Background: an optimization exercise with open tools, aiming at small area, a short achievable clock period and few clock cycles per item. Do not read the settings as production practice.
Function was checked by simulation only, so behaviour that the tests miss may differ from the original.
Power and IR drop assume default switching activity.

==> run a: inputs <==
==> flow/design.v (excerpt) <==
module mdu_iterative #(
    parameter int XLEN       = mdu_pkg::MDU_XLEN,
    parameter int REG_ADDR_W = 5
) (
    input  logic                  clk,
    input  logic                  reset,
    input  logic                  start,
    input  logic [2:0]            op,
    input  logic [XLEN-1:0]       rs1_val,
    input  logic [XLEN-1:0]       rs2_val,
    input  logic [REG_ADDR_W-1:0] rd_addr,
    input  logic                  kill,
    output logic                  busy,
    output logic                  done,
    output logic [XLEN-1:0]       result,
    output logic [REG_ADDR_W-1:0] wr_addr,
    output logic                  wr_en
);
Settings: LEC_CHECK=0, CAP_MARGIN=20, CORE_MARGIN=2, CORE_UTILIZATION=40, SETUP_SLACK_MARGIN=1.0, SLEW_MARGIN=20; clock period 5.5 ns.
run.sh (not shown) runs the stock make flow with config.mk's settings and CLKGATE_MAP_FILE= SYNTH_SCRIPT=/design/flow/synth_recipe.tcl, a recipe that flattens the netlist after the stock synthesis.
==> inputs of run b, as changes to run a <==
--- a/flow/design.v
+++ b/flow/design.v
@@ -36,38 +36,38 @@
 ) (
     input  logic [W-1:0] a,
     input  logic [W-1:0] b,
     input  logic         ci,
     output logic [W-1:0] s
 );
     localparam int N = W + 1;
-    logic [N-1:0] g0, p0, g, p;
+    logic [N-1:0] g0, p0, g, p, gn, pn;
     always_comb begin
         g0[0] = ci; p0[0] = 1'b0;
         for (int i = 0; i < W; i++) begin
             g0[i+1] = a[i] & b[i];
             p0[i+1] = a[i] ^ b[i];
         end
         g = g0; p = p0;
-        for (int d = 1; d < N; d = d * 2)
-            for (int i = 2 * d - 1; i < N; i += 2 * d) begin
-                g[i] = g[i] | (p[i] & g[i-d]);
-                p[i] = p[i] & p[i-d];
-            end
-        for (int d = 64; d >= 1; d = d / 2)
-            for (int i = 3 * d - 1; i < N; i += 2 * d) begin
-                g[i] = g[i] | (p[i] & g[i-d]);
-                p[i] = p[i] & p[i-d];
-            end
+        for (int d = 1; d < N; d = d * 2) begin
+            gn = g; pn = p;
+            for (int i = 0; i < N; i++)
+                if ((i / d) % 2 == 1) begin
+                    gn[i] = g[i] | (p[i] & g[(i / d) * d - 1]);
+                    pn[i] = p[i] & p[(i / d) * d - 1];
+                end
+            g = gn; p = pn;
+        end
         for (int i = 0; i < W; i++) s[i] = p0[i+1] ^ g[i];
     end
 endmodule
 module mdu_lzc64 (
     input  logic [63:0] din,
-    output logic [6:0]  cnt
+    output logic [6:0]  cnt,
+    output logic [7:0]  bnz
 );
     logic [31:0] v1; logic [31:0]   c1;
     logic [15:0] v2; logic [15:0][1:0] c2;
     logic [7:0]  v3; logic [7:0][2:0]  c3;
     logic [3:0]  v4; logic [3:0][3:0]  c4;
     logic [1:0]  v5; logic [1:0][4:0]  c5;
     logic        v6; logic [5:0]       c6;
@@ -91,14 +91,15 @@
         for (int i = 0; i < 2; i++) begin
             v5[i] = v4[2*i+1] | v4[2*i];
             c5[i] = v4[2*i+1] ? {1'b0, c4[2*i+1]} : {1'b1, c4[2*i]};
         end
         v6 = v5[1] | v5[0];
         c6 = v5[1] ? {1'b0, c5[1]} : {1'b1, c5[0]};
         cnt = v6 ? {1'b0, c6} : 7'd64;
+        bnz = v3;
     end
 endmodule
 module mdu_iterative #(
     parameter int XLEN       = mdu_pkg::MDU_XLEN,
     parameter int REG_ADDR_W = 5
 ) (
     input  logic                  clk,
@@ -117,58 +118,72 @@
 );
     mdu_pkg::state_t state, state_nxt;
     logic [63:0] X, X_d;      
     logic        xs, xs_d;    
     logic [64:0] H, H_d;      
     logic [63:0] L, L_d;      
     logic        y, y_d;      
-    logic        is_div, is_rem, res_hi, res_hi_d, corr, a_neg, neg_res, early, div0_q;
+    logic        is_div, is_rem, res_hi, res_hi_d, corr, neg_res, a_neg;
+    logic [6:0]  lza_q, lzb_q;    
     logic [2:0]  skc, skc_d;  
     logic [6:0]  stc, stc_d;  
     logic [REG_ADDR_W-1:0] rd_q;
     logic        rd_nz;
     logic        k_mstep, k_mskip, k_dstep, k_dskip, k_fix;
-    logic        m_one, m_two, m_neg, m_one1, m_two1, m_neg1;
+    logic        m_one, m_two, m_neg, m_one1, m_two1, m_neg1, m_resh, m_resl;
     logic        n_mstep, n_mskip, n_dstep, n_dskip, n_fix, n_one, n_two, n_neg;
-    logic        n_one1, n_two1, n_neg1;
+    logic        n_one1, n_two1, n_neg1, n_resh, n_resl;
     logic in_div, a_sg, b_sg, dsg, fa, fb, swap, div0;
     logic [6:0]  lza, lzb;
     logic [7:0]  kq;
+    logic        early;
     assign in_div = op[2];
     assign dsg    = in_div & ~op[0];                        
     assign a_sg   = ~in_div & (op[1:0] != 2'b11);           
     assign b_sg   = ~in_div & ~op[1];                       
     assign fa = (~in_div | dsg) & rs1_val[63];
     assign fb = (~in_div | dsg) & rs2_val[63];
-    mdu_lzc64 u_lza (.din(rs1_val ^ {64{fa}}), .cnt(lza));
-    mdu_lzc64 u_lzb (.din(rs2_val ^ {64{fb}}), .cnt(lzb));
-    assign kq   = {1'b0, lzb} - {1'b0, lza} + {7'd0, fa} + 8'd1;
-    assign div0 = (lzb == 7'd64) & ~fb;
-    assign swap = in_div | (lza > lzb);
+    logic [7:0] bnza, bnzb;
+    mdu_lzc64 u_lza (.din(rs1_val ^ {64{fa}}), .cnt(lza), .bnz(bnza));
+    mdu_lzc64 u_lzb (.din(rs2_val ^ {64{fb}}), .cnt(lzb), .bnz(bnzb));
+    assign kq    = {1'b0, lzb_q} - {1'b0, lza_q} + {7'd0, a_neg} + 8'd1;
+    assign div0  = lzb_q == 7'd64 && !X[63];
+    assign early = div0 | kq[7] | (kq == 8'd0);    
+    logic [7:0] sba, sbb;             
+    always_comb begin
+        sba = bnza;
+        sbb = bnzb;
+        for (int j = 6; j >= 0; j--) begin
+            sba[j] = sba[j] | sba[j+1];
+            sbb[j] = sbb[j] | sbb[j+1];
+        end
+    end
+    assign swap = in_div | ((sbb & ~sba) != 8'd0);
     logic [3:0] chunks;
     logic [6:0] kc;
     assign kc     = kq[7:6] != 2'b00 ? 7'd64 : {1'b0, kq[5:0]};
     assign chunks = 4'((7'd64 - kc) >> 3);
     logic        b_neg;
     logic [64:0] xe;
     logic [68:0] pp0, pp1, hin, cs_s, cs_c, sum;
     logic [66:0] mag0, mag1;
     assign xe    = {xs & X[63], X};
     assign b_neg = xs & X[63];
+    logic [63:0] res_sel;
+    assign res_sel = res_hi ? H[63:0] : L;
     assign mag0 = ({67{m_one}}  & {{2{xe[64]}}, xe}) | ({67{m_two}}  & {xe[64], xe, 1'b0});
     assign mag1 = ({67{m_one1}} & {{2{xe[64]}}, xe}) | ({67{m_two1}} & {xe[64], xe, 1'b0});
     assign pp0  = {{2{mag0[66] ^ m_neg}}, mag0 ^ {67{m_neg}}};
     assign pp1  = {mag1 ^ {67{m_neg1}}, {2{m_neg1}}};
-    assign hin  = k_dstep ? {{3{H[64]}}, H, L[63]} : {{4{H[64]}}, H};
+    assign hin  = k_dstep ? {{3{H[64]}}, H, L[63]} :
+                  m_resh  ? ~{5'd0, H[63:0]} :
+                  m_resl  ? ~{5'd0, L} : {{4{H[64]}}, H};
     assign cs_s = hin ^ pp0 ^ pp1;
-    assign cs_c = {(hin[67:0] & pp0[67:0]) | (hin[67:0] & pp1[67:0]) | (pp0[67:0] & pp1[67:0]), m_neg};
+    assign cs_c = {(hin[67:0] & pp0[67:0]) | (hin[67:0] & pp1[67:0]) | (pp0[67:0] & pp1[67:0]), m_neg | m_resh | m_resl};
     mdu_add #(.W(69)) u_add (.a(cs_s), .b(cs_c), .ci(m_neg1), .s(sum));
-    logic [63:0] res_sel, nego;
-    assign res_sel = res_hi ? H[63:0] : L;
-    mdu_neg #(.W(64)) u_neg (.neg(state == mdu_pkg::NEG || a_neg), .din(res_sel), .dout(nego));
     logic accept, mlast, dlast;
     assign accept = (state == mdu_pkg::IDLE) && start && !kill;
     assign mlast  = (k_mskip && stc == 7'd8) || (k_mstep && stc == 7'd2);
     assign dlast  = k_dstep && stc == 7'd1;
     always_comb begin
         state_nxt = state;
         case (state)
@@ -177,15 +192,15 @@
                 if (kill)       state_nxt = mdu_pkg::IDLE;
                 else if (early) state_nxt = mdu_pkg::DONE;
                 else            state_nxt = mdu_pkg::RUN;
             end
             mdu_pkg::RUN: begin
                 if (kill) state_nxt = mdu_pkg::IDLE;
                 else if (dlast)
-                    state_nxt = (is_rem & sum[68]) ? mdu_pkg::FIX :
+                    state_nxt = is_rem ? mdu_pkg::FIX :
                                 neg_res ? mdu_pkg::NEG : mdu_pkg::DONE;
                 else if (mlast)
                     state_nxt = corr ? mdu_pkg::FIX : mdu_pkg::DONE;
             end
             mdu_pkg::FIX:  state_nxt = kill ? mdu_pkg::IDLE :
                                        (is_div & neg_res) ? mdu_pkg::NEG : mdu_pkg::DONE;
             mdu_pkg::NEG:  state_nxt = kill ? mdu_pkg::IDLE : mdu_pkg::DONE;
@@ -198,28 +213,30 @@
         res_hi_d = res_hi;
         if (accept) begin
             X_d   = swap ? rs2_val : rs1_val;
             xs_d  = swap ? (b_sg | dsg) : a_sg;
             H_d   = '0;
             L_d   = swap ? rs1_val : rs2_val;
             y_d   = 1'b0;
-            skc_d = in_div ? chunks[2:0] : 3'd0;
-            stc_d = in_div ? 7'd64 - {chunks[2:0], 3'b000} : 7'd32;
+            skc_d = 3'd0;
+            stc_d = 7'd32;
             res_hi_d = ~in_div & (op[1:0] != 2'b00);
         end
         if (state == mdu_pkg::PRE) begin
             if (early) begin
-                if (!is_rem) L_d = {64{div0_q}};
+                if (!is_rem) L_d = {64{div0}};
             end else begin
+                skc_d    = chunks[2:0];
+                stc_d    = 7'd64 - {chunks[2:0], 3'b000};
                 res_hi_d = is_rem;
-                L_d      = nego;
+                if (a_neg) L_d = sum[63:0];
             end
         end
         if (state == mdu_pkg::NEG) begin
-            L_d      = nego;
+            L_d      = sum[63:0];
             res_hi_d = 1'b0;
         end
         if (k_dskip) begin
             skc_d = skc - 3'd1;
             H_d   = {H[56:0], L[63:56]};
             L_d   = {L[55:0], 8'd0};
         end
@@ -238,42 +255,49 @@
             stc_d = stc - 7'd2;
             H_d   = sum[68:4];
             L_d   = {sum[3:0], L[63:4]};
             y_d   = L[3];
         end
         if (k_fix) H_d = sum[64:0];
     end
-    logic       div_nx, bneg_nx;
+    logic       div_nx, bneg_nx, ym_d, rsign_nx;
+    logic [15:0] lm_d;        
     always_comb begin
         n_mstep = 1'b0; n_mskip = 1'b0; n_dstep = 1'b0; n_dskip = 1'b0; n_fix = 1'b0;
         n_one = 1'b0; n_two = 1'b0; n_neg = 1'b0;
-        n_one1 = 1'b0; n_two1 = 1'b0; n_neg1 = 1'b0;
+        n_one1 = 1'b0; n_two1 = 1'b0; n_neg1 = 1'b0; n_resh = 1'b0; n_resl = 1'b0;
         div_nx  = accept ? in_div : is_div;
+        rsign_nx = k_dstep & sum[68];
+        lm_d = accept ? (swap ? rs1_val[15:0] : rs2_val[15:0]) : k_mskip ? L[31:16] : L[19:4];
+        ym_d = accept ? 1'b0 : k_mskip ? L[15] : L[3];
         bneg_nx = xs_d & X_d[63];
         if (state_nxt == mdu_pkg::FIX) begin
             n_fix = 1'b1;
-            n_one = 1'b1;
-            n_neg = div_nx & bneg_nx;               
+            n_one = ~div_nx | rsign_nx;
+            n_neg = div_nx & bneg_nx;
+        end else if (state_nxt == mdu_pkg::NEG || state_nxt == mdu_pkg::PRE) begin
+            n_resh = res_hi_d;                      
+            n_resl = ~res_hi_d;
         end else if (state_nxt == mdu_pkg::RUN || state_nxt == mdu_pkg::PRE) begin
             if (div_nx) begin
                 n_dskip = skc_d != 3'd0;
                 n_dstep = skc_d == 3'd0;
                 n_one   = 1'b1;
-                n_neg   = H_d[64] ? bneg_nx : ~bneg_nx;
+                n_neg   = rsign_nx ? bneg_nx : ~bneg_nx;
             end else begin
-                if (stc_d >= 7'd8 && L_d[15:0] == {16{y_d}}) n_mskip = 1'b1;
+                if (stc_d >= 7'd8 && lm_d == {16{ym_d}}) n_mskip = 1'b1;
                 else                                          n_mstep = 1'b1;
-                case ({L_d[1:0], y_d})
+                case ({lm_d[1:0], ym_d})
                     3'b001, 3'b010: n_one = 1'b1;
                     3'b011:         n_two = 1'b1;
                     3'b100:         begin n_two = 1'b1; n_neg = 1'b1; end
                     3'b101, 3'b110: begin n_one = 1'b1; n_neg = 1'b1; end
                     default: ;
                 endcase
-                case (L_d[3:1])
+                case (lm_d[3:1])
                     3'b001, 3'b010: n_one1 = 1'b1;
                     3'b011:         n_two1 = 1'b1;
                     3'b100:         begin n_two1 = 1'b1; n_neg1 = 1'b1; end
                     3'b101, 3'b110: begin n_one1 = 1'b1; n_neg1 = 1'b1; end
                     default: ;
                 endcase
             end
@@ -293,26 +317,26 @@
         end
     end
     always_ff @(posedge clk) begin
         X <= X_d; xs <= xs_d; H <= H_d; L <= L_d; y <= y_d;
         skc <= skc_d; stc <= stc_d; res_hi <= res_hi_d;
         m_one <= n_one; m_two <= n_two; m_neg <= n_neg;
         m_one1 <= n_one1; m_two1 <= n_two1; m_neg1 <= n_neg1;
+        m_resh <= n_resh; m_resl <= n_resl;
         if (accept) begin
             rd_q    <= rd_addr;
             rd_nz   <= rd_addr != '0;
             is_div  <= in_div;
             is_rem  <= in_div & op[1];
             corr    <= ~in_div & (swap ? (~a_sg & rs1_val[63]) : (~b_sg & rs2_val[63]));
-            a_neg   <= in_div & fa;
             neg_res <= in_div & (op[1] ? fa : (fa ^ fb));
-            early   <= div0 | kq[7] | (kq == 8'd0);    
-            div0_q  <= div0;
+            a_neg   <= in_div & fa;
+            lza_q   <= lza;
+            lzb_q   <= lzb;
         end
-        if (state == mdu_pkg::PRE) a_neg <= 1'b0;
     end
     assign result  = res_sel;
     assign busy    = (state == mdu_pkg::PRE) || (state == mdu_pkg::RUN) ||
                      (state == mdu_pkg::FIX) || (state == mdu_pkg::NEG);
     assign done    = (state == mdu_pkg::DONE) && !kill;
     assign wr_en   = done && rd_nz;
     assign wr_addr = rd_q;
Settings changed: SETUP_SLACK_MARGIN 1.0 to 0.4.
==> run notes <==
quantity                                                              run b                     run a
All-Layer GR Usage                                                   41.63%                    38.59%
Layout cell share with drive strength beyond 1                       22.47%                    32.90%
Non-clock buffering overhead                                         19.23%                    23.55%
Number of resized instances in the post-cts repair step                  76                       434
Total design power                                                 29.19 mW                  31.59 mW
Placed cell areas                                                34,720 um2                36,300 um2
Cell with the most instances after synthesis                        nand2_1                     inv_1
Worst-case setup slack after placement                            -241.2 ps                  -1682 ps
Endpoints failing setup                                                   0                       108
Outcome                                    no timing/DRC/antenna violations  finished with violations
Violated checks                                                           -              setup timing
WL final                                                           156.2 mm                  144.2 mm
Period Utilization, post-route                                       95.71%                    116.6%
Reg2reg setup slack                                                  240 ps                   -910 ps
Reg-to-reg critical path endpoint                                     L[59]                    m_neg1
Hpwl dp                                                            121.9 mm                  109.5 mm
Number of inverters outside the clock class in the layout               179                       270
Number of vias in the routed layout                                  33,871                    32,802
Number of enable-type register cells in the synthesized netlist         152                       138
Total internal power                                               13.63 mW                  15.95 mW
Post-Syn Instances                                                    3,639                     3,468
Share of the synthesized area in the top cell type                   16.31%                    14.80%
1st-pass router iterations                                               10                         8
Final critical path time including I/O delays and setup             5264 ps                   6413 ps
Testbench counts of run a, summed over its fixed seeds: cycles 34,959, items 2,400.
Testbench counts of run b, summed over its fixed seeds: cycles 35,066, items 2,400.

-- what the ideal ports hide --
In the flow no input, the clock included, has a driving cell. The finished layouts below were timed again as built, in two steps.
Step 1: set_driving_cell puts a clkbuf_16 on clk and a buf_2 on each other input, an assumption about the parent block.
Step 2 moves the port delays by t, midway between the first and last clock arrival at a register: inputs arrive t later, outputs are due t later. That takes back most of the time a late clock gives input paths.
a / b / c = ideal / step 1 / step 2; a / b = the first two.
run | t (ns) | setup WS [ns] | worst data-port slew with drivers (ns)
run a | 0.682 | -0.913 / -0.913 / -1.225 | 0.05
run b | 0.672 | 0.236 / 0.236 / -0.125 | 0.08
Met with ideal ports but missed after step 2: setup timing in run b. For run b, which loses most, drivers alone change the setup slack by 0.000 ns; drivers and shift together by -0.361 ns.
